Background: an optimization exercise with open tools, aiming at small area and a short achievable clock period. Do not read the settings as production practice.
In this exercise RTL edits were held to simulation tests only and were not proved equivalent to the original.
Power is estimated from default activity; no workload was simulated.

Setup of run 1:
==> module mac_unit, before the edit <==
module mac_unit
(
	input  logic     clock,
	input  logic     reset,
	input  neuron_pe_pkg::pe_word_t data_in,
	input  logic [7:0] wbyte,
	input  neuron_pe_pkg::pe_word_t replay,
	input  neuron_pe_pkg::pe_step_t step,
	output neuron_pe_pkg::pe_word_t acc,
	output neuron_pe_pkg::pe_word_t opnd
);
	typedef logic [31:0] w32_t;
	w32_t mul_a;
	w32_t acc_s;
	w32_t acc_c;
	logic is_act;
	assign is_act = (step.held == neuron_pe_pkg::op_act || step.held == neuron_pe_pkg::op_act_clr);
	always_ff @(posedge clock)
	begin
		if (step.issue)
		begin
			case (step.op)
				neuron_pe_pkg::op_ma:   mul_a <= data_in;
				neuron_pe_pkg::op_mab:  mul_a <= replay;
				neuron_pe_pkg::op_bias: mul_a <= 32'd1;
				default:                mul_a <= '0;
			endcase
		end
		else
			mul_a <= {mul_a[23:0], 8'd0};
	end
	w32_t r0 [10];
	w32_t r1 [7];
	w32_t r2 [5];
	w32_t r3 [4];
	w32_t r4 [3];
	w32_t nxt_s;
	w32_t nxt_c;
	assign r0[0] = acc_s;
	assign r0[1] = acc_c;
	genvar j;
	generate
		for (j = 0; j < 8; j++)
		begin : g_pp
			assign r0[2 + j] = (mul_a << j) & {32{wbyte[j]}};
		end
	endgenerate
	assign r1[0] = r0[0] ^ r0[1] ^ r0[2];
	assign r1[1] = ((r0[0] & r0[1]) | (r0[0] & r0[2]) | (r0[1] & r0[2])) << 1;
	assign r1[2] = r0[3] ^ r0[4] ^ r0[5];
	assign r1[3] = ((r0[3] & r0[4]) | (r0[3] & r0[5]) | (r0[4] & r0[5])) << 1;
	assign r1[4] = r0[6] ^ r0[7] ^ r0[8];
	assign r1[5] = ((r0[6] & r0[7]) | (r0[6] & r0[8]) | (r0[7] & r0[8])) << 1;
	assign r1[6] = r0[9];
	assign r2[0] = r1[0] ^ r1[1] ^ r1[2];
	assign r2[1] = ((r1[0] & r1[1]) | (r1[0] & r1[2]) | (r1[1] & r1[2])) << 1;
	assign r2[2] = r1[3] ^ r1[4] ^ r1[5];
	assign r2[3] = ((r1[3] & r1[4]) | (r1[3] & r1[5]) | (r1[4] & r1[5])) << 1;
	assign r2[4] = r1[6];
	assign r3[0] = r2[0] ^ r2[1] ^ r2[2];
	assign r3[1] = ((r2[0] & r2[1]) | (r2[0] & r2[2]) | (r2[1] & r2[2])) << 1;
	assign r3[2] = r2[3];
	assign r3[3] = r2[4];
	assign r4[0] = r3[0] ^ r3[1] ^ r3[2];
	assign r4[1] = ((r3[0] & r3[1]) | (r3[0] & r3[2]) | (r3[1] & r3[2])) << 1;
	assign r4[2] = r3[3];
	assign nxt_s = r4[0] ^ r4[1] ^ r4[2];
	assign nxt_c = ((r4[0] & r4[1]) | (r4[0] & r4[2]) | (r4[1] & r4[2])) << 1;
	always_ff @(posedge clock)
	begin
		if (reset || (step.commit && is_act))
		begin
			acc_s <= '0;
			acc_c <= '0;
		end
		else
		begin
			acc_s <= nxt_s;
			acc_c <= nxt_c;
		end
	end
	logic [31:0] bk_g [6];
	logic [31:0] bk_p [6];
	logic [31:0] bk_c;
	always_comb
	begin
		bk_g[0] = acc_s & acc_c;
		bk_p[0] = acc_s ^ acc_c;
		for (int l = 1; l <= 5; l++)
		begin
			bk_g[l] = bk_g[l-1];
			bk_p[l] = bk_p[l-1];
			for (int i = 0; i < 32; i++)
				if ((i % (1 << l)) == (1 << l) - 1)
				begin
					bk_g[l][i] = bk_g[l-1][i] | (bk_p[l-1][i] & bk_g[l-1][i - (1 << (l-1))]);
					bk_p[l][i] = bk_p[l-1][i] & bk_p[l-1][i - (1 << (l-1))];
				end
		end
		bk_c = bk_g[5];
		for (int l = 4; l >= 1; l--)
			for (int i = 0; i < 32; i++)
				if ((i % (1 << l)) == (1 << (l-1)) - 1 && i >= (1 << l))
					bk_c[i] = bk_g[l-1][i] | (bk_p[l-1][i] & bk_c[i - (1 << (l-1))]);
		for (int i = 2; i < 32; i += 2)
			bk_c[i] = bk_g[0][i] | (bk_p[0][i] & bk_c[i-1]);
	end
	assign acc = bk_p[0] ^ {bk_c[30:0], 1'b0};
	assign opnd = mul_a;
endmodule
==> module output_buffer, before the edit <==
module output_buffer
(
	input  logic     clock,
	input  logic     reset,
	input  neuron_pe_pkg::pe_step_t step,
	input  logic     output_ctrl,
	input  neuron_pe_pkg::pe_word_t acc,
	output neuron_pe_pkg::pe_word_t data_out
);
	neuron_pe_pkg::pe_word_t mem [4];
	neuron_pe_pkg::out_idx_t wr_ptr;
	neuron_pe_pkg::out_idx_t wr_ptr_nxt;
	logic [4-1:0] rd_hot;
	logic     full;
	logic     push;
	logic     pop;
	assign push = step.commit && (step.held == neuron_pe_pkg::op_act || step.held == neuron_pe_pkg::op_act_clr) && !full;
	assign pop  = step.commit && (step.held == neuron_pe_pkg::op_idle) && output_ctrl;
	assign wr_ptr_nxt = wr_ptr + neuron_pe_pkg::out_idx_t'(1);
	always_ff @(posedge clock)
	begin
		if (reset)
		begin
			wr_ptr <= '0;
			rd_hot <= 4'(1);
			full   <= 1'b0;
		end
		else
		begin
			if (push)
			begin
				wr_ptr <= wr_ptr_nxt;
				if (rd_hot[wr_ptr_nxt])
					full <= 1'b1;
			end
			if (pop)
				rd_hot <= {rd_hot[4-2:0], rd_hot[4-1]};
		end
	end
	always_ff @(posedge clock)
	begin
		if (push)
			mem[wr_ptr] <= acc;
	end
	always_comb
	begin
		data_out = '0;
		for (int i = 0; i < 4; i++)
			data_out = data_out | (mem[i] & {32{rd_hot[i]}});
	end
endmodule
Settings: LEC_CHECK=0, CAP_MARGIN=20, CORE_MARGIN=2, CORE_UTILIZATION=40, CTS_BUF_LIST=sky130_fd_sc_hd__clkbuf_8, CTS_CLUSTER_DIAMETER=50, CTS_CLUSTER_SIZE=20, SETUP_SLACK_MARGIN=4.5, SLEW_MARGIN=20, TNS_END_PERCENT=1; clock period 8.0 ns.
run.sh (not shown) runs the stock make flow with config.mk's settings and CLKGATE_MAP_FILE= SYNTH_SCRIPT=/design/flow/synth_recipe.tcl, a recipe that flattens the netlist after the stock synthesis.
### run 1 -> run 2
diff --git a/flow/design.v b/flow/design.v
--- a/flow/design.v
+++ b/flow/design.v
@@ -267,33 +267,7 @@
 			acc_c <= nxt_c;
 		end
 	end
-	logic [31:0] bk_g [6];
-	logic [31:0] bk_p [6];
-	logic [31:0] bk_c;
-	always_comb
-	begin
-		bk_g[0] = acc_s & acc_c;
-		bk_p[0] = acc_s ^ acc_c;
-		for (int l = 1; l <= 5; l++)
-		begin
-			bk_g[l] = bk_g[l-1];
-			bk_p[l] = bk_p[l-1];
-			for (int i = 0; i < 32; i++)
-				if ((i % (1 << l)) == (1 << l) - 1)
-				begin
-					bk_g[l][i] = bk_g[l-1][i] | (bk_p[l-1][i] & bk_g[l-1][i - (1 << (l-1))]);
-					bk_p[l][i] = bk_p[l-1][i] & bk_p[l-1][i - (1 << (l-1))];
-				end
-		end
-		bk_c = bk_g[5];
-		for (int l = 4; l >= 1; l--)
-			for (int i = 0; i < 32; i++)
-				if ((i % (1 << l)) == (1 << (l-1)) - 1 && i >= (1 << l))
-					bk_c[i] = bk_g[l-1][i] | (bk_p[l-1][i] & bk_c[i - (1 << (l-1))]);
-		for (int i = 2; i < 32; i += 2)
-			bk_c[i] = bk_g[0][i] | (bk_p[0][i] & bk_c[i-1]);
-	end
-	assign acc = bk_p[0] ^ {bk_c[30:0], 1'b0};
+	assign acc = acc_s + acc_c;
 	assign opnd = mul_a;
 endmodule
 module output_buffer
@@ -308,19 +282,21 @@
 	neuron_pe_pkg::pe_word_t mem [4];
 	neuron_pe_pkg::out_idx_t wr_ptr;
 	neuron_pe_pkg::out_idx_t wr_ptr_nxt;
-	logic [4-1:0] rd_hot;
+	neuron_pe_pkg::out_idx_t rd_ptr;
+	neuron_pe_pkg::out_idx_t rd_ptr_nxt;
 	logic     full;
 	logic     push;
 	logic     pop;
 	assign push = step.commit && (step.held == neuron_pe_pkg::op_act || step.held == neuron_pe_pkg::op_act_clr) && !full;
 	assign pop  = step.commit && (step.held == neuron_pe_pkg::op_idle) && output_ctrl;
 	assign wr_ptr_nxt = wr_ptr + neuron_pe_pkg::out_idx_t'(1);
+	assign rd_ptr_nxt = rd_ptr + neuron_pe_pkg::out_idx_t'(1);
 	always_ff @(posedge clock)
 	begin
 		if (reset)
 		begin
 			wr_ptr <= '0;
-			rd_hot <= 4'(1);
+			rd_ptr <= '0;
 			full   <= 1'b0;
 		end
 		else
@@ -328,11 +304,11 @@
 			if (push)
 			begin
 				wr_ptr <= wr_ptr_nxt;
-				if (rd_hot[wr_ptr_nxt])
+				if (wr_ptr_nxt == rd_ptr)
 					full <= 1'b1;
 			end
 			if (pop)
-				rd_hot <= {rd_hot[4-2:0], rd_hot[4-1]};
+				rd_ptr <= rd_ptr_nxt;
 		end
 	end
 	always_ff @(posedge clock)
@@ -340,12 +316,7 @@
 		if (push)
 			mem[wr_ptr] <= acc;
 	end
-	always_comb
-	begin
-		data_out = '0;
-		for (int i = 0; i < 4; i++)
-			data_out = data_out | (mem[i] & {32{rd_hot[i]}});
-	end
+	assign data_out = mem[rd_ptr];
 endmodule
 module neuron_pe
 (
==> run notes <==
Run 2 and run 1 ended up with nearly the same cell-internal power.
Of run 2 and run 1, the run reporting the higher worst hold slack was run 2.
Portion of total power attributed to combinational logic: run 1 vs run 2, no meaningful difference
Cmp run 2 and run 1 / share of power burned in the clock network / lower: run 2
Run 2 against run 1; clock-buffer cell count is down by a few percent.

==> what the ideal ports hide <==
In the flow no input, the clock included, has a driving cell. The finished layouts below were timed again as built, in two steps. Step 1: set_driving_cell puts a clkbuf_16 on clock and a buf_2 on each other input, an assumption about the parent block. Step 2 moves the port delays by t, midway between the first and last clock arrival at a register: inputs arrive t later, outputs are due t later. That takes back most of the time a late clock gives input paths. Three values: no drivers, after step 1, after step 2; two values: the first two.
| run | shift t [ns] | setup slack, ns | clock arrival spread, ns | worst register clock-pin slew, ns | cell pins on the clock port's net |
|---|---|---|---|---|---|
| run 1 | 0.846 | 4.295 / 4.255 / 3.583 | 0.071 / 0.071 | 0.12 / 0.12 | 1 |
| run 2 | 0.840 | 4.210 / 4.069 / 3.647 | 0.066 / 0.067 | 0.11 / 0.11 | 1 |
After both steps setup and hold are still met in every run listed. For run 1, which loses most, drivers alone change the setup slack by -0.040 ns; drivers and shift together by -0.712 ns.
